This design comes from an exercise in tuning for a short achievable clock period and few clock cycles on the open sky130 flow, not from production work. In this exercise RTL edits were held to simulation tests only and were not proved equivalent to the original. Power and IR drop assume default switching activity.

`config.mk`:
```
export PLATFORM = sky130hd
export DESIGN_NAME = cpu_top
export DESIGN_NICKNAME = cpu_top
export VERILOG_FILES = /design/flow/design.v
export SDC_FILE = /design/flow/constraint.sdc
export NUM_CORES = 4
export LEC_CHECK = 0
export ABC_CLOCK_PERIOD_IN_PS = 100
export CAP_MARGIN = 20
export CORE_MARGIN = 2
export CORE_UTILIZATION = 40
export SETUP_SLACK_MARGIN = 5
export SLEW_MARGIN = 20
```
`constraint.sdc`:
```
create_clock -name core_clock -period 10.0 [get_ports {clk}]
set_input_delay 2.0000 -clock core_clock [delete_from_list [all_inputs] [get_ports {clk}]]
set_output_delay 2.0000 -clock core_clock [all_outputs]
set_load 0.01 [all_outputs]
```
`design.v`:
```
package cpu_pkg;
    localparam int xlen   = 32;
    localparam int addr_w = 16;
    typedef logic [xlen-1:0]   word_t;
    typedef logic [addr_w-1:0] addr_t;
    typedef logic [4:0]        reg_idx_t;
    localparam logic [6:0] op_reg    = 7'b0110011;
    localparam logic [6:0] op_imm    = 7'b0010011;
    localparam logic [6:0] op_load   = 7'b0000011;
    localparam logic [6:0] op_store  = 7'b0100011;
    localparam logic [6:0] op_branch = 7'b1100011;
    localparam logic [6:0] op_lui    = 7'b0110111;
    localparam logic [6:0] op_auipc  = 7'b0010111;
    localparam logic [6:0] op_jal    = 7'b1101111;
    localparam logic [6:0] op_jalr   = 7'b1100111;
    typedef struct packed {
        addr_t addr;
        word_t wdata;
        logic  rd;
        logic  wr;
    } data_req_t;
endpackage
`timescale 1ns/1ns
import cpu_pkg::*;
module decoder (
    input  logic [31:0] instr,
    output logic        use1,       
    output logic        use2,       
    output logic        use_imm,    
    output logic        we,         
    output logic        is_load,
    output logic        is_store,
    output logic        is_beq,
    output logic        is_bne,
    output logic        is_jal,
    output logic        is_jalr,
    output logic        is_lui,
    output logic        is_auipc,
    output logic [7:0]  alu_sel,    
    output logic        alu_sub,    
    output logic        alu_sra,
    output logic [31:0] imm
);
    logic [6:0] opc;
    logic [2:0] f3;
    logic       alt;
    logic       is_op, is_opimm, is_br;
    assign opc = instr[6:0];
    assign f3  = instr[14:12];
    assign is_op    = opc == op_reg;
    assign is_opimm = opc == op_imm;
    assign is_load  = opc == op_load;
    assign is_store = opc == op_store;
    assign is_br    = opc == op_branch;
    assign is_lui   = opc == op_lui;
    assign is_auipc = opc == op_auipc;
    assign is_jal   = opc == op_jal;
    assign is_jalr  = opc == op_jalr;
    assign is_beq   = is_br && f3 == 3'b000;
    assign is_bne   = is_br && f3 == 3'b001;
    assign use1    = is_op | is_opimm | is_load | is_store | is_beq | is_bne | is_jalr;
    assign use2    = is_op | is_store | is_beq | is_bne;
    assign use_imm = is_opimm | is_load | is_store | is_jalr;
    assign we      = (is_op | is_opimm | is_load | is_lui | is_auipc | is_jal | is_jalr)
                     && instr[11:7] != 5'd0;
    assign alt = is_op ? instr[30] : (f3 == 3'b101 && instr[30]);
    always_comb begin
        alu_sel = 8'b0;
        alu_sub = 1'b0;
        alu_sra = 1'b0;
        if (is_op || is_opimm) begin
            case (f3)
                3'b000:  begin alu_sel[0] = 1'b1; alu_sub = alt; end
                3'b001:  alu_sel[6] = 1'b1;
                3'b010:  begin alu_sel[4] = 1'b1; alu_sub = 1'b1; end
                3'b011:  begin alu_sel[5] = 1'b1; alu_sub = 1'b1; end
                3'b100:  alu_sel[3] = 1'b1;
                3'b101:  begin alu_sel[7] = 1'b1; alu_sra = alt; end
                3'b110:  alu_sel[2] = 1'b1;
                default: alu_sel[1] = 1'b1;
            endcase
        end else begin
            alu_sel[0] = 1'b1;
        end
    end
    always_comb begin
        case (opc)
            op_store:
                imm = {{20{instr[31]}}, instr[31:25], instr[11:7]};
            op_branch:
                imm = {{20{instr[31]}}, instr[7], instr[30:25], instr[11:8], 1'b0};
            op_lui, op_auipc:
                imm = {instr[31:12], 12'b0};
            op_jal:
                imm = {{12{instr[31]}}, instr[19:12], instr[20], instr[30:21], 1'b0};
            default:
                imm = {{20{instr[31]}}, instr[31:20]};
        endcase
    end
endmodule
`timescale 1ns/1ns
import cpu_pkg::*;
module reg_read (
    input  logic [1023:0] regs,
    input  logic [4:0]    idx,
    output logic [31:0]   data
);
    logic [1023:0] z;
    assign z    = {regs[1023:32], 32'd0};
    assign data = z[idx*32 +: 32];
endmodule
`timescale 1ns/1ns
import cpu_pkg::*;
module kadd #(
    parameter int W = 32,
    parameter int L = 5          
) (
    input  logic [W-1:0] a,
    input  logic [W-1:0] b,
    input  logic         cin,
    output logic [W-1:0] sum,
    output logic         cout
);
    logic [(L+1)*W-1:0] g;
    logic [(L+1)*W-1:0] p;
    logic [W:0]         c;
    assign g[W-1:0] = a & b;
    assign p[W-1:0] = a ^ b;
    genvar lv, i;
    generate
        for (lv = 0; lv < L; lv = lv + 1) begin : g_lv
            for (i = 0; i < W; i = i + 1) begin : g_bit
                if (i >= (1 << lv)) begin : g_op
                    assign g[(lv+1)*W+i] = g[lv*W+i] | (p[lv*W+i] & g[lv*W+i-(1<<lv)]);
                    assign p[(lv+1)*W+i] = p[lv*W+i] & p[lv*W+i-(1<<lv)];
                end else begin : g_pass
                    assign g[(lv+1)*W+i] = g[lv*W+i];
                    assign p[(lv+1)*W+i] = p[lv*W+i];
                end
            end
        end
        assign c[0] = cin;
        for (i = 0; i < W; i = i + 1) begin : g_c
            assign c[i+1] = g[L*W+i] | (p[L*W+i] & cin);
        end
    endgenerate
    assign sum  = p[W-1:0] ^ c[W-1:0];
    assign cout = c[W];
endmodule
module alu (
    input  logic [31:0] a,
    input  logic [31:0] b,
    input  logic        sub,
    input  logic        sra,
    input  logic [7:0]  sel,
    output logic [31:0] result
);
    logic [31:0] sum, sl, sr;
    logic        cout, lt, ltu;
    kadd #(.W(32)) u_add (
        .a    (a),
        .b    (b ^ {32{sub}}),
        .cin  (sub),
        .sum  (sum),
        .cout (cout)
    );
    assign ltu = !cout;
    assign lt  = (a[31] ^ b[31]) ? a[31] : sum[31];
    assign sl  = a << b[4:0];
    assign sr  = $signed({sra & a[31], a}) >>> b[4:0];
    assign result = ({32{sel[0]}} & sum)
                  | ({32{sel[1]}} & (a & b))
                  | ({32{sel[2]}} & (a | b))
                  | ({32{sel[3]}} & (a ^ b))
                  | ({32{sel[4]}} & {31'b0, lt})
                  | ({32{sel[5]}} & {31'b0, ltu})
                  | ({32{sel[6]}} & sl)
                  | ({32{sel[7]}} & sr);
endmodule
module mispredict (
    input  logic [31:0] a,
    input  logic [31:0] b,
    input  logic        jx,
    input  logic        bq,
    input  logic        bn,
    input  logic        pred,
    output logic        mis
);
    logic eq;
    assign eq  = a == b;
    assign mis = (jx || (bq && eq) || (bn && !eq)) != pred;
endmodule
module mispredict_port (
    input  logic [31:0] a,
    input  logic [31:0] b,
    input  logic        jx,
    input  logic        bq,
    input  logic        bn,
    input  logic        pred,
    output logic        mis
);
    logic eq;
    assign eq  = a == b;
    assign mis = (jx || (bq && eq) || (bn && !eq)) != pred;
endmodule
module btb_lookup #(
    parameter int N = 8,
    parameter int K = 3
) (
    input  logic [31:0]          pc,
    input  logic [N-1:0]         valid,
    input  logic [N*(30-K)-1:0]  tags,
    input  logic [N*32-1:0]      targets,
    output logic                 hit,
    output logic [31:0]          next
);
    logic [K-1:0] idx;
    assign idx  = pc[K+1:2];
    assign hit  = valid[idx] && tags[idx*(30-K) +: (30-K)] == pc[31:K+2];
    assign next = hit ? targets[idx*32 +: 32] : pc + 32'd4;
endmodule
module sum_eq (
    input  logic [31:0] a,
    input  logic [31:0] b,
    input  logic [31:0] c,
    output logic        eq
);
    logic [31:0] k;
    logic [31:1] ok;
    assign k     = a ^ b ^ c;
    assign ok[1] = (a[0] & b[0]) == k[1];
    genvar i;
    generate
        for (i = 2; i < 32; i = i + 1) begin : g_ok
            assign ok[i] = ((a[i-1] & b[i-1]) | (k[i-1] & (a[i-1] | b[i-1]))) == k[i];
        end
    endgenerate
    assign eq = &ok;
endmodule
`timescale 1ns/1ns
import cpu_pkg::*;
module cpu_top (
    input  logic               clk,
    input  logic               rst,
    input  logic               rdy,
    output logic               inst_fetch,
    output cpu_pkg::addr_t     inst_addr,
    input  cpu_pkg::word_t     instruction,
    output cpu_pkg::data_req_t data_req,
    input  cpu_pkg::word_t     read_data
);
    logic [31:0] f_pc;           
    logic        d_valid;        
    logic [31:0] d_pc;
    logic        d_pred;         
    logic        e_hold;         
    logic        e_w1, e_w2;     
    logic        e_useimm;
    logic [31:0] e_a, e_b, e_sd;
    logic [7:0]  e_ea;           
    logic        e_c8;           
    logic [8:0]  e_hi0, e_hi1;   
    logic        e_eq;           
    logic [31:0] e_alt;          
    logic        e_altsel;
    logic [31:0] e_pc;
    logic        e_pred;
    logic        e_jx;           
    logic        e_jbad;         
    logic        e_bq, e_bn;     
    logic [31:0] e_tgt;          
    logic [31:0] e_corr;         
    logic [7:0]  e_sel;
    logic        e_sub, e_sra;
    logic        e_we, e_ld, e_st, e_beq, e_bne, e_jal, e_jalr;
    logic [4:0]  e_rd;
    logic        m_we, m_ld;
    logic [4:0]  m_rd;
    logic [31:0] m_res;
    logic        dc_use1, dc_use2, dc_useimm, dc_we, dc_ld, dc_st;
    logic        dc_beq, dc_bne, dc_jal, dc_jalr, dc_lui, dc_auipc;
    logic [7:0]  dc_sel;
    logic        dc_sub, dc_sra;
    logic [31:0] dc_imm;
    logic [4:0]  rs1, rs2, rd;
    logic [31:0] rf1, rf2;
    logic [31:0] fw1, fw2, opb;
    logic        wait1, wait2;
    logic [31:0] d_tgt, d_pc4;
    logic [7:0]  d_ea;
    logic        d_c8;
    logic [8:0]  d_hi0, d_hi1;
    logic        d_eq;
    logic        d_imm4;
    logic [31:0] fa1;            
    logic        e_fast;         
    logic [31:0] m_val;
    logic [31:0] e_res;
    assign rs1 = instruction[19:15];
    assign rs2 = instruction[24:20];
    assign rd  = instruction[11:7];
    decoder u_decoder (
        .instr    (instruction),
        .use1     (dc_use1),
        .use2     (dc_use2),
        .use_imm  (dc_useimm),
        .we       (dc_we),
        .is_load  (dc_ld),
        .is_store (dc_st),
        .is_beq   (dc_beq),
        .is_bne   (dc_bne),
        .is_jal   (dc_jal),
        .is_jalr  (dc_jalr),
        .is_lui   (dc_lui),
        .is_auipc (dc_auipc),
        .alu_sel  (dc_sel),
        .alu_sub  (dc_sub),
        .alu_sra  (dc_sra),
        .imm      (dc_imm)
    );
    assign m_val = m_ld ? read_data : m_res;
    logic [1023:0] rf;
    always_ff @(posedge clk) begin
        if (!rst) begin
            rf <= '0;
        end else if (m_we) begin
            for (integer i = 1; i < 32; i = i + 1) begin
                if (m_rd == i[4:0]) rf[i*32 +: 32] <= m_val;
            end
        end
    end
    reg_read u_rd1 (.regs (rf), .idx (rs1), .data (rf1));
    reg_read u_rd2 (.regs (rf), .idx (rs2), .data (rf2));
    always_comb begin
        if (rs1 == 5'd0)                 fw1 = 32'd0;
        else if (e_we && e_rd == rs1)    fw1 = e_res;
        else if (m_we && m_rd == rs1)    fw1 = m_val;
        else                             fw1 = rf1;
        if (rs2 == 5'd0)                 fw2 = 32'd0;
        else if (e_we && e_rd == rs2)    fw2 = e_res;
        else if (m_we && m_rd == rs2)    fw2 = m_val;
        else                             fw2 = rf2;
    end
    always_comb begin
        if (rs1 == 5'd0)                 fa1 = 32'd0;
        else if (e_we && e_rd == rs1)    fa1 = e_alt;
        else if (m_we && m_rd == rs1)    fa1 = m_val;
        else                             fa1 = rf1;
    end
    assign e_fast = e_altsel;
    assign wait1 = dc_use1 && e_we && e_rd == rs1
                   && (e_ld || (!e_fast && (dc_ld || dc_st || dc_jalr)));
    assign wait2 = dc_use2 && e_we && e_ld && e_rd == rs2;
    assign opb = dc_useimm ? dc_imm : fw2;
    assign {d_c8, d_ea} = {1'b0, fa1[7:0]} + {1'b0, dc_imm[7:0]};
    assign d_hi0 = {1'b0, fa1[15:8]} + {1'b0, dc_imm[15:8]};
    logic [9:0] d_hi1_x;
    assign d_hi1_x = {1'b0, fa1[15:8], 1'b1} + {1'b0, dc_imm[15:8], 1'b1};
    assign d_hi1   = d_hi1_x[9:1];
    logic s1e, s1m, s2e, s2m;
    logic eq_rr, eq_1e, eq_1m, eq_e2, eq_m2, eq_em;
    assign s1e = rs1 != 5'd0 && e_we && e_rd == rs1;
    assign s1m = rs1 != 5'd0 && !s1e && m_we && m_rd == rs1;
    assign s2e = rs2 != 5'd0 && e_we && e_rd == rs2;
    assign s2m = rs2 != 5'd0 && !s2e && m_we && m_rd == rs2;
    assign eq_rr = rf1 == rf2;
    assign eq_1e = rf1 == e_res;
    assign eq_1m = m_ld ? rf1 == read_data : rf1 == m_res;
    assign eq_e2 = e_res == rf2;
    assign eq_m2 = m_ld ? read_data == rf2 : m_res == rf2;
    assign eq_em = m_ld ? e_res == read_data : e_res == m_res;
    always_comb begin
        if (s1e)      d_eq = s2e ? 1'b1 : (s2m ? eq_em : eq_e2);
        else if (s1m) d_eq = s2e ? eq_em : (s2m ? 1'b1 : eq_m2);
        else          d_eq = s2e ? eq_1e : (s2m ? eq_1m : eq_rr);
    end
    logic [31:0] tgt_b, tgt_j, tgt_u;
    assign tgt_b = d_pc + {{20{instruction[31]}}, instruction[7], instruction[30:25],
                           instruction[11:8], 1'b0};
    assign tgt_j = d_pc + {{12{instruction[31]}}, instruction[19:12], instruction[20],
                           instruction[30:21], 1'b0};
    assign tgt_u = d_pc + {instruction[31:12], 12'b0};
    assign d_tgt = dc_jal ? tgt_j : (dc_auipc ? tgt_u : tgt_b);
    assign d_pc4 = d_pc + 32'd4;
    assign d_imm4 = dc_imm == 32'd4;
    logic d_jmatch;
    sum_eq u_jeq (.a (fa1), .b (dc_imm), .c (f_pc), .eq (d_jmatch));
    logic [31:0] alu_res;
    logic [7:0]  ea_mid;         
    logic        c16;
    logic [31:16] ea_hi;         
    logic [31:0] jalr_pc, fetch_pc, corr_pc;
    logic        taken, mis, redirect;
    alu u_alu (
        .a      (e_a),
        .b      (e_b),
        .sub    (e_sub),
        .sra    (e_sra),
        .sel    (e_sel),
        .result (alu_res)
    );
    assign e_res = alu_res | ({32{e_altsel}} & e_alt);
    assign taken    = e_jx || (e_bq && e_eq) || (e_bn && !e_eq);
    assign mis      = (taken != e_pred) || e_jbad;
    assign redirect = !e_hold && mis;
    assign ea_mid   = e_c8 ? e_hi1[7:0] : e_hi0[7:0];
    assign c16      = e_c8 ? e_hi1[8] : e_hi0[8];
    logic [32:16] ea_hi_x;
    assign ea_hi_x  = {e_a[31:16], 1'b1} + {e_b[31:16], c16};
    assign ea_hi    = ea_hi_x[32:17];
    assign jalr_pc  = {ea_hi, ea_mid, e_ea[7:1], 1'b0};
    assign corr_pc  = e_jalr ? jalr_pc : e_corr;
    assign fetch_pc = mis ? corr_pc : f_pc;
    localparam int btb_n = 16;
    localparam int btb_k = 4;
    logic [btb_n-1:0]            btb_v;
    logic [btb_n*(30-btb_k)-1:0] btb_tag;
    logic [btb_n*32-1:0]         btb_tgt;
    logic [btb_k-1:0]            e_idx, w_idx;
    logic                        w_en;
    logic [31:btb_k+2]           w_tag;
    logic [31:0]                 w_tgt;
    logic                        hit_f, hit_c, btb_hit;
    logic [31:0]                 next_f, next_c, pred_pc;
    btb_lookup #(.N(btb_n), .K(btb_k)) u_btb_f (
        .pc (f_pc), .valid (btb_v), .tags (btb_tag), .targets (btb_tgt),
        .hit (hit_f), .next (next_f)
    );
    btb_lookup #(.N(btb_n), .K(btb_k)) u_btb_c (
        .pc (corr_pc), .valid (btb_v), .tags (btb_tag), .targets (btb_tgt),
        .hit (hit_c), .next (next_c)
    );
    assign btb_hit = mis ? hit_c : hit_f;
    assign pred_pc = mis ? next_c : next_f;
    assign e_idx = e_pc[btb_k+1:2];
    always_ff @(posedge clk) begin
        if (!rst) begin
            w_en <= 1'b0;
        end else if (rdy) begin
            w_en <= !e_hold && mis && (!e_pred || e_jalr);
        end
    end
    always_ff @(posedge clk) begin
        if (rdy) begin
            w_idx <= e_idx;
            w_tag <= e_pc[31:btb_k+2];
            w_tgt <= e_jalr ? jalr_pc : e_tgt;
        end
    end
    always_ff @(posedge clk) begin
        if (!rst) begin
            btb_v <= '0;
        end else if (w_en) begin
            btb_v[w_idx]                          <= 1'b1;
            btb_tag[w_idx*(30-btb_k) +: 30-btb_k] <= w_tag;
            btb_tgt[w_idx*32 +: 32]               <= w_tgt;
        end
    end
    assign inst_fetch = rdy && rst && !e_hold;
    assign inst_addr  = mis ? corr_pc[15:0] : f_pc[15:0];
    always_comb begin
        data_req.addr  = {ea_mid, e_ea};
        data_req.wdata = e_sd;
        data_req.rd    = rdy && rst && e_ld && !e_hold;
        data_req.wr    = rdy && rst && e_st && !e_hold;
    end
    logic [31:0] h_a, h_b;
    logic        h_jmatch;
    logic [7:0]  h_ea;
    logic        h_c8;
    logic [8:0]  h_hi0, h_hi1;
    assign h_a = e_w1 ? m_val : e_a;
    sum_eq u_hjeq (.a (h_a), .b (e_b), .c (d_pc), .eq (h_jmatch));
    assign h_b = (e_w2 && !e_useimm) ? read_data : e_b;
    assign {h_c8, h_ea} = {1'b0, h_a[7:0]} + {1'b0, e_b[7:0]};
    assign h_hi0 = {1'b0, h_a[15:8]} + {1'b0, e_b[15:8]};
    logic [9:0] h_hi1_x;
    assign h_hi1_x = {1'b0, h_a[15:8], 1'b1} + {1'b0, e_b[15:8], 1'b1};
    assign h_hi1   = h_hi1_x[9:1];
    always_ff @(posedge clk) begin
        if (!rst) begin
            f_pc    <= 32'd0;
            d_valid <= 1'b0;
            d_pc    <= 32'd0;
            d_pred  <= 1'b0;
            e_hold  <= 1'b0;
            e_w1    <= 1'b0;
            e_w2    <= 1'b0;
            e_we    <= 1'b0;
            e_ld    <= 1'b0;
            e_st    <= 1'b0;
            e_beq   <= 1'b0;
            e_bne   <= 1'b0;
            e_jal   <= 1'b0;
            e_jalr  <= 1'b0;
            e_pred  <= 1'b0;
            e_jx    <= 1'b0;
            e_jbad  <= 1'b0;
            e_bq    <= 1'b0;
            e_bn    <= 1'b0;
            m_we    <= 1'b0;
            m_ld    <= 1'b0;
        end else if (rdy) begin
            if (e_hold) begin
                e_a     <= h_a;
                e_b     <= h_b;
                e_jbad  <= e_jalr && !(e_pred && h_jmatch);
                e_ea    <= h_ea;
                e_c8    <= h_c8;
                e_hi0   <= h_hi0;
                e_hi1   <= h_hi1;
                e_eq    <= h_a == h_b;
                if (e_w2) e_sd <= read_data;
                e_hold  <= 1'b0;
                e_w1    <= 1'b0;
                e_w2    <= 1'b0;
                m_we    <= 1'b0;
                m_ld    <= 1'b0;
            end else begin
                f_pc    <= pred_pc;
                d_valid <= 1'b1;
                d_pc    <= fetch_pc;
                d_pred  <= btb_hit;
                if (d_valid && !redirect) begin
                    e_hold  <= wait1 || wait2;
                    e_w1    <= wait1;
                    e_w2    <= wait2;
                    e_we    <= dc_we;
                    e_ld    <= dc_ld;
                    e_st    <= dc_st;
                    e_beq   <= dc_beq;
                    e_bne   <= dc_bne;
                    e_jal   <= dc_jal;
                    e_jalr  <= dc_jalr;
                    e_pred  <= d_pred;
                    e_jx    <= dc_jalr || (dc_jal && !d_imm4);
                    e_jbad  <= dc_jalr && !(d_pred && d_jmatch);
                    e_bq    <= dc_beq && !d_imm4;
                    e_bn    <= dc_bne && !d_imm4;
                end else begin
                    e_hold  <= 1'b0;
                    e_w1    <= 1'b0;
                    e_w2    <= 1'b0;
                    e_we    <= 1'b0;
                    e_ld    <= 1'b0;
                    e_st    <= 1'b0;
                    e_beq   <= 1'b0;
                    e_bne   <= 1'b0;
                    e_jal   <= 1'b0;
                    e_jalr  <= 1'b0;
                    e_pred  <= 1'b0;
                    e_jx    <= 1'b0;
                    e_jbad  <= 1'b0;
                    e_bq    <= 1'b0;
                    e_bn    <= 1'b0;
                end
                e_useimm <= dc_useimm;
                e_a      <= fw1;
                e_b      <= opb;
                e_sd     <= fw2;
                e_ea     <= d_ea;
                e_c8     <= d_c8;
                e_hi0    <= d_hi0;
                e_hi1    <= d_hi1;
                e_eq     <= d_eq;
                e_sel    <= (dc_lui | dc_auipc | dc_jal | dc_jalr) ? 8'd0 : dc_sel;
                e_sub    <= dc_sub;
                e_sra    <= dc_sra;
                e_altsel <= dc_lui | dc_auipc | dc_jal | dc_jalr;
                e_alt    <= dc_lui ? dc_imm : (dc_auipc ? d_tgt : d_pc4);
                e_tgt    <= d_tgt;
                e_corr   <= d_pred ? d_pc4 : d_tgt;
                e_pc     <= d_pc;
                e_rd     <= rd;
                m_we  <= e_we;
                m_ld  <= e_ld;
                m_rd  <= e_rd;
                m_res <= e_res;
            end
        end
    end
endmodule
```
`run.sh`:
```
#!/bin/bash
# synth_recipe.tcl (not shown) runs the flow's synth.tcl, then flattens the netlist and writes it again
# the make line also repeats each setting of config.mk as NAME=value (left out here)
make -C /OpenROAD-flow-scripts/flow DESIGN_CONFIG=/design/flow/config.mk WORK_HOME=/design/flow/orfs CLKGATE_MAP_FILE= SYNTH_SCRIPT=/design/flow/synth_recipe.tcl finish
```
==> flow_summary.json, run 1 <==
{
  "cts_sinks": 2382,
  "crit_fanout": 35,
  "dp_hpwl_microns": 503700,
  "p_int_mw": 19.03,
  "antenna_found_initial": 73,
  "place.gp.congestion": 1.088,
  "slew_headroom_pct": 11.18,
  "firstDrtPassIters": 9,
  "wl_microns": 763900,
  "die_y_microns": 624.8,
  "reg2regPathDepth": 16,
  "syn_inst": 15340,
  "ys.flop_type": "edfxtp_1",
  "swShare_pct": 33.59,
  "syn2layout_area_growth_pct": 16.67,
  "cp_slowest_stage_delay_ns": 0.76,
  "nNetsFinal": 15580,
  "synth-seq-cells": 2382,
  "numCtsBuffers": 292,
  "root_buffer": "clkbuf_16",
  "yosys-top-cells-area": "edfxtp_1, dfxtp_1, mux4_2",
  "fin_skew_ns": 0.1129,
  "drc_errors": 0,
  "critPathCapture": "e_jbad",
  "ioPinCount": 134,
  "vdd_drop_max_mv": 0.1468,
  "cp_num_buf_inv": 3,
  "routedWlPerCell_microns": 37.19,
  "gr-usage-all-layers_pct": 37.50,
  "seqPwrFrac_pct": 37.5,
  "startpoint_type": "primary input",
  "switching_power_mw": 9.624,
  "r2r-start": "e_sub",
  "critPathKind": "in -> reg",
  "worstHoldPathType": "reg -> reg",
  "synth_edf_count": 1293,
  "fin_crit_sh_pct": 53.76,
  "vias_per_cell": 6.915,
  "p_clk_share_pct": 38.7,
  "p_leak_nw": 75.99,
  "rsz0062_at_grt": "true",
  "cap_violations": 0,
  "rows": 227,
  "cts_tree": "built",
  "synth_area_leader_cell": "edfxtp_1",
  "comb_power_share_pct": 23.8,
  "cts_max_level": 5,
  "min_from": "e_pc[19]",
  "cpLargestDelayFamily": "buffers and inverters",
  "first_global_vias": 129100,
  "io_buffers": 133,
  "yosys_warnings": 2,
  "cts.clk_slew.worst_paths_ns": 0.07,
  "worst_setup_path_end_kind": "flip-flop",
  "cp.arrival_ns": 6.20,
  "fp.coreArea_sq_mm": 0.3829,
  "die_width_microns": 624.8,
  "worstSkewPairLatency_ns": 0.99,
  "start_util_pct": 40.26,
  "max_clock_freq_ghz": 0.1860,
  "die_area_sq_mm": 0.3904,
  "setup_tns_ns": 0,
  "postSynth.asyncResetShare_pct": 0,
  "grt_first_pass_wirelength_microns": 1043000,
  "total_power_mw": 28.65,
  "worst_pin_slew_ns": 1.318,
  "status": "no timing/DRC/antenna violations",
  "whs_ns": 0.4145,
  "cts_hold_buffers": 0,
  "hold_violations": 0,
  "ant_nets": 0,
  "grt_max_degree": 201,
  "cp_slowest_cell": "clkdlybuf4s50_1",
  "gr-total-overflow": 0,
  "path_cells": "clkdlybuf4s50_1 -> mux2i_4 -> buf_4 -> nand2_1 -> o21ai_1 -> a21oi_2 -> o21ai_0 -> inv_1 -> fa_1 -> xor2_1 -> nand4_1 -> nor4_2 -> nand4_1 -> a21oi_2 -> o311ai_1 -> o211a_1",
  "synth.top_cell.area_share_pct": 25.19,
  "setup_viol": 0,
  "period_needed_ns": 5.376,
  "syn_avg_cell_area_sq_um": 10.05,
  "syn-num-nets": 15710,
  "hold_depth": 0,
  "synth_cell_types": 102,
  "yosysSeqAreaShare_pct": 39.33,
  "critPathRequiredTime_ns": 10.82,
  "num_vias": 142000,
  "r2r_slack_ns": 4.81,
  "drive_gt1_share_pct": 22.46,
  "first_iter_violations": 24050,
  "slew_violations": 0,
  "rr_endpoint": "e_eq",
  "syn_area_sq_mm": 0.1542,
  "path_depth": 16,
  "p_per_area_mw_per_mm2": 159.3,
  "critPathLaunch": "read_data[10]",
  "clockBufferDepth": 4
}
## registers in the layout (all words and copies together) (netlist names), 26 cells and up
signal	count
f_pc	32
btb_tgt	512
rf	992
e_corr	31
e_b	32
e_alt	32
e_sd	32
btb_tag	416
m_res	32
d_pc	32
w_tag	26
w_tgt	32
e_pc	31
e_tgt	31
e_a	32
## worst min path at each step
| stage | end | slack [ns] |
|---|---|---|
| final | w_tag[19] | 0.41 |
| after global routing | w_tag[18] | 0.42 |
| after CTS | w_tag[16] | 0.42 |
| after detailed placement | w_idx[0] | 0.40 |
| after global placement | w_tag[25] | 0.40 |
| after floorplan | w_idx[0] | 0.40 |
## power by group through the flow
stage / logic (mW) / clock network, mW / registers (mW)
5_1_grt: 6.85 / 11.5 / 10.7
6_report: 6.82 / 11.1 / 10.8
3_5_place_dp: 5.74 / 0 / 11.0
4_1_cts: 6.26 / 11.1 / 10.7
2_1_floorplan: 3.17 / 0 / 10.8
3_3_place_gp: 5.73 / 0 / 11.0
## cell usage after synthesis (all sizes together), types with 55 or more instances
cell type	instances
a21o	79
edfxtp	1293
a311oi	123
nand3	485
fa	71
o21ai	650
ha	238
o21a	60
nor3	162
nor2	700
dfxtp	1089
mux2	714
a31oi	104
a221oi	81
mux2i	445
a21oi	544
o31ai	63
nand4	84
clkbuf	1046
nor2b	85
a211oi	107
inv	271
nor4	89
mux4	728
o22ai	152
buf	364
xnor2	261
and3	137
a22o	196
and2	55
xor2	204
o211ai	71
o211a	1018
a22oi	126
nand2	2874
## what timing repair did
item / CTS / global route
setup endpoints to repair: 623 / 553
gates resized for setup: 782 / 263
setup buffers: 210 / 84
pin swaps: 89 / 93
cloned: 65 / 9
## per-layer routing
layer  track usage [%]  routed length [microns]  vias up
met5                 0                      192        -
met4             26.38                    66700       30
met1             48.05                   278700    70710
met2             53.49                   313800    11050
li1                  -                        -    57570
met3             11.80                   104500     2682
## final cells by class
class / instances / area, sq um
fillers: 35530 / 203000
clock buffers: 400 / 8239
clock inverters: 132 / 1470
diodes: 56 / 140.1
inverters: 274 / 1112
multi-input cells: 11290 / 91030
repair buffers: 971 / 10890
well taps: 5038 / 6304
repair inverters: 1 / 11.26
flip-flops and latches: 2382 / 60650
## cells in the final DEF (no fill, tap or decap), drive strengths merged, types with 445 or more instances in the layout
cell	count
buf	826
dfxtp	1089
mux2i	445
o211a	1018
mux2	715
mux4	728
o21ai	650
nor2	703
a21oi	544
nand3	486
nand2	2874
edfxtp	1293
## cell families (layout without fill, tap and decap cells)
kind of cell | Yosys count | count (layout) | synth area share, %
compound gates | 3721 | 3721 | 18.35
xor+xnor | 465 | 465 | 2.642
simple gates | 4890 | 4902 | 13.64
fa+ha+maj | 309 | 309 | 2.854
flops | 2382 | 2382 | 39.33
buf+inv | 1684 | 1778 | 4.440
other cells | 0 | 56 | 0
mux | 1887 | 1888 | 18.75
## metrics by stage
step,std cells,setup WS [ns],util (%),instance area [sq um]
after floorplan,15340,0.7553,-,154400
after global placement,19580,2.367,42.10,161200
after detailed placement,19580,2.363,42.13,161300
after CTS,20390,4.848,46.38,177600
after global routing,20510,4.652,46.95,179800
final,20540,4.624,46.98,179900
Testbench counts, summed over its fixed seeds: cycles 58,985.
==> run 2: changes to the inputs <==
--- a/design.v
+++ b/design.v
@@ -264,9 +264,9 @@
     logic [31:0] e_alt;          
     logic        e_altsel;
     logic [31:0] e_pc;
-    logic        e_pred;
+    logic        e_pred;         
+    logic        e_praw;         
     logic        e_jx;           
-    logic        e_jbad;         
     logic        e_bq, e_bn;     
     logic [31:0] e_tgt;          
     logic [31:0] e_corr;         
@@ -383,8 +383,9 @@
     assign d_tgt = dc_jal ? tgt_j : (dc_auipc ? tgt_u : tgt_b);
     assign d_pc4 = d_pc + 32'd4;
     assign d_imm4 = dc_imm == 32'd4;
-    logic d_jmatch;
-    sum_eq u_jeq (.a (fa1), .b (dc_imm), .c (f_pc), .eq (d_jmatch));
+    logic d_jsum, d_jmatch;
+    sum_eq u_jeq (.a (e_alt), .b (dc_imm), .c (f_pc), .eq (d_jsum));
+    assign d_jmatch = e_we && e_fast && e_rd == rs1 && d_jsum;
     logic [31:0] alu_res;
     logic [7:0]  ea_mid;         
     logic        c16;
@@ -401,7 +402,7 @@
     );
     assign e_res = alu_res | ({32{e_altsel}} & e_alt);
     assign taken    = e_jx || (e_bq && e_eq) || (e_bn && !e_eq);
-    assign mis      = (taken != e_pred) || e_jbad;
+    assign mis      = taken != e_pred;
     assign redirect = !e_hold && mis;
     assign ea_mid   = e_c8 ? e_hi1[7:0] : e_hi0[7:0];
     assign c16      = e_c8 ? e_hi1[8] : e_hi0[8];
@@ -494,8 +495,8 @@
             e_jal   <= 1'b0;
             e_jalr  <= 1'b0;
             e_pred  <= 1'b0;
+            e_praw  <= 1'b0;
             e_jx    <= 1'b0;
-            e_jbad  <= 1'b0;
             e_bq    <= 1'b0;
             e_bn    <= 1'b0;
             m_we    <= 1'b0;
@@ -504,7 +505,7 @@
             if (e_hold) begin
                 e_a     <= h_a;
                 e_b     <= h_b;
-                e_jbad  <= e_jalr && !(e_pred && h_jmatch);
+                e_pred  <= e_praw && (!e_jalr || h_jmatch);
                 e_ea    <= h_ea;
                 e_c8    <= h_c8;
                 e_hi0   <= h_hi0;
@@ -532,9 +533,9 @@
                     e_bne   <= dc_bne;
                     e_jal   <= dc_jal;
                     e_jalr  <= dc_jalr;
-                    e_pred  <= d_pred;
+                    e_pred  <= d_pred && (!dc_jalr || d_jmatch);
+                    e_praw  <= d_pred;
                     e_jx    <= dc_jalr || (dc_jal && !d_imm4);
-                    e_jbad  <= dc_jalr && !(d_pred && d_jmatch);
                     e_bq    <= dc_beq && !d_imm4;
                     e_bn    <= dc_bne && !d_imm4;
                 end else begin
@@ -549,8 +550,8 @@
                     e_jal   <= 1'b0;
                     e_jalr  <= 1'b0;
                     e_pred  <= 1'b0;
+                    e_praw  <= 1'b0;
                     e_jx    <= 1'b0;
-                    e_jbad  <= 1'b0;
                     e_bq    <= 1'b0;
                     e_bn    <= 1'b0;
                 end
==> run 2 against run 1 <==
- still clean
- cell count is 0.27% higher
- via count is 1.1% lower
- design area is 0.57% higher
- flip-flop and latch count stayed put
- clock power hardly changed
- clock skew is 0.058 ns lower
- die area is 0.22% lower
- count of clock-buffer cells in the layout is 2 higher
- critical path depth is 4 lower
- combinational power is 4.7% higher
- first-iteration DRC count is 9.7% lower
- register-to-register slack worse by 0.06 ns
- largest power group unchanged
- highest routed layer unchanged
==> flow_summary.json, run 2 <==
{
  "cp_slowest_stage_delay_ns": 0.78,
  "syn2layout_area_growth_pct": 17.59,
  "cts_tree": "built",
  "routedWlPerCell_microns": 38.55,
  "synth_cell_types": 111,
  "fin_skew_ns": 0.05473,
  "ys.flop_type": "edfxtp_1",
  "vias_per_cell": 6.820,
  "critPathKind": "in -> reg",
  "first_global_vias": 128200,
  "postSynth.asyncResetShare_pct": 0,
  "critPathRequiredTime_ns": 10.84,
  "cts_max_level": 5,
  "synth_xor_xnor_area_share_pct": 2.608,
  "worstHoldPathType": "reg -> reg",
  "clockBufferDepth": 4,
  "yosysSeqAreaShare_pct": 39.42,
  "num_vias": 140500,
  "nNetsFinal": 15640,
  "antenna_found_initial": 44,
  "r2r-start": "e_b[16]",
  "wl_microns": 794000,
  "yosys-top-cells-area": "edfxtp_1, dfxtp_1, mux4_2",
  "synth.top_cells.by_count": "nand2_1, edfxtp_1, dfxtp_1",
  "crit_fanout": 36,
  "period_needed_ns": 5.347,
  "critPathLaunch": "read_data[4]",
  "die_y_microns": 624.1,
  "yosys.area_share.simple_pct": 13.86,
  "slew_headroom_pct": 11.67,
  "setup_tns_ns": 0,
  "synth_most_common_cell": "nand2_1",
  "cp_slowest_cell": "or4_1",
  "stdcell_count": 20600,
  "ant_nets": 0,
  "die_area_sq_mm": 0.3895,
  "synth_edf_count": 1293,
  "syn_avg_cell_area_sq_um": 10.08,
  "gr-total-overflow": 0,
  "grt_max_degree": 185,
  "max_clock_freq_ghz": 0.1870,
  "path_cells": "dlygate4sd2_1 -> mux2i_4 -> buf_4 -> a21o_1 -> xnor2_1 -> nand3_1 -> or4_1 -> o221ai_1 -> a31oi_1 -> o21ai_0 -> a21oi_1 -> nor4_2",
  "die_width_microns": 624.1,
  "numCtsBuffers": 293,
  "rr_endpoint": "e_eq",
  "rows": 227,
  "status": "no timing/DRC/antenna violations",
  "top_register": "rf",
  "final_core_util_pct": 47.28,
  "syn_inst": 15250,
  "setup_viol": 0,
  "worstSkewPairLatency_ns": 1.01,
  "synth_area_leader_cell": "edfxtp_1",
  "synth.top_cell.area_share_pct": 25.24,
  "worst_setup_path_end_kind": "flip-flop",
  "root_buffer": "clkbuf_16",
  "synth.area.mux_share_pct": 18.64,
  "critPathCapture": "e_eq",
  "synth_top_family_by_area": "multiplexers",
  "dp_cells": 19580,
  "p_leak_nw": 76.51,
  "fp.coreArea_sq_mm": 0.3826,
  "drc_errors": 0,
  "yosys_warnings": 2,
  "fin_crit_sh_pct": 53.47,
  "firstDrtPassIters": 9,
  "synth-seq-cells": 2382,
  "cap_violations": 0,
  "syn-num-nets": 15610,
  "hold_violations": 0,
  "rsz0062_at_grt": "true",
  "place.gp.congestion": 1.060,
  "startpoint_type": "primary input",
  "cp.arrival_ns": 6.18,
  "io_buffers": 133,
  "synth_compound_area_share_pct": 18.20,
  "yosys.area_share.adder_pct": 2.738,
  "largest_register_ffs": 992,
  "top_regs": "rf x992, btb_tgt x512, btb_tag x416",
  "p_per_area_mw_per_mm2": 158.6,
  "dp_hpwl_microns": 530300,
  "slew_violations": 0,
  "vdd_drop_max_mv": 0.1379,
  "r2r_slack_ns": 4.75,
  "drive_gt1_share_pct": 23.41,
  "start_util_pct": 40.20,
  "syn_area_sq_mm": 0.1538,
  "reg2regPathDepth": 15,
  "ioPinCount": 134,
  "cts_sinks": 2382,
  "final_cell_mix": "nand2_1, edfxtp_1, dfxtp_1",
  "cts.clk_slew.worst_paths_ns": 0.07,
  "final_common_cell": "nand2_1",
  "grt_first_pass_wirelength_microns": 1071000,
  "gr-usage-all-layers_pct": 39.01,
  "first_iter_violations": 21730,
  "worst_pin_slew_ns": 1.319
}
## run 2: worst min path at each step
stage	endpoint	from	depth (start not counted)
after floorplan	w_idx[0]	e_pc[2]	0
after global placement	w_tag[9]	e_pc[9]	0
after detailed placement	w_idx[1]	e_pc[3]	0
after CTS	w_tag[9]	e_pc[9]	0
after global routing	w_idx[3]	e_pc[5]	0
final	w_tag[9]	e_pc[9]	0
## run 2: cell families after synthesis
kind of cell	after synthesis
simple gates	4943
compound gates	3671
flops	2382
mux	1825
buf+inv	1680
xor+xnor	458
fa+ha+maj	294
## run 2: routing by layer
layer	wire length (microns)	vias to the layer above	GRT usage (%)
li1	-	57580	-
met5	78	-	0
met2	339900	9942	58.31
met1	284600	70230	47.75
met4	82950	10	32.48
met3	86470	2695	9.252
## run 2: worst max-delay path: cells and delay by family
family	cells	cell delay [ns]
compound gates	5	0.84
xor+xnor	1	0.62
buf+inv	2	1.07
mux	1	0.12
simple gates	3	1.51
## run 2: timing repair
action                     CTS  global route
cloned                      48            20
pin swaps                   93           159
hold buffers                 0             0
buffers inserted           204           175
setup endpoints to repair  606           455
resized for setup          772           417
## run 2: power by group
group	internal, mW	switching, mW	total (mW)
sequential	10.5	0.185	10.6
combinational	2.19	4.95	7.14
clock	6.22	4.69	10.9
## run 2: final cells by class
| class | instances | area (sq um) |
|---|---|---|
| fillers | 35380 | 201700 |
| multi-input cells | 11200 | 91120 |
| well taps | 5038 | 6304 |
| clock inverters | 132 | 1297 |
| repair buffers | 1120 | 12110 |
| clock buffers | 402 | 8174 |
| inverters | 286 | 1126 |
| diodes | 36 | 90.09 |
| flip-flops and latches | 2382 | 60660 |
## run 2: per-stage QoR
step | hold slack [ns] | worst slack, ns | total power [mW] | area (sq um)
6_report | 0.4049 | 4.653 | 28.70 | 180900
5_1_grt | 0.4144 | 4.666 | 29.08 | 180800
4_1_cts | 0.4103 | 4.857 | 28.04 | 177000
3_5_place_dp | 0.4045 | 2.584 | 16.76 | 161300
3_3_place_gp | 0.4015 | 2.514 | 16.79 | 161300
2_1_floorplan | 0.4003 | 0.7612 | 13.86 | 154000
Testbench counts of run 2, summed over its fixed seeds: cycles 58,985.

## port drivers added, routing unchanged
In the flow no input, the clock included, has a driving cell. The finished layouts below were timed again as built, in two steps. Step 1: set_driving_cell puts a clkbuf_16 on clk and a buf_2 on each other input, an assumption about the parent block. Step 2 times the ports against the registers' clock, not the clock port: input delays grow and output delays shrink by t, the midpoint of the rising clock arrivals with the driver on. a / b / c = ideal / step 1 / step 2; a / b = the first two.
run	shift t [ns]	slack for setup (ns)	worst setup path at the end	slew at the worst register clock pin (ns)
run 1	1.047	4.624 / 4.341 / 3.294	input to register	0.07 / 0.07
run 2	1.112	4.653 / 4.458 / 3.346	input to register	0.07 / 0.07
After both steps setup and hold are still met in every run listed. The setup slack of run 1, which loses most, moves by -0.283 ns with the drivers and by -1.330 ns with both steps.
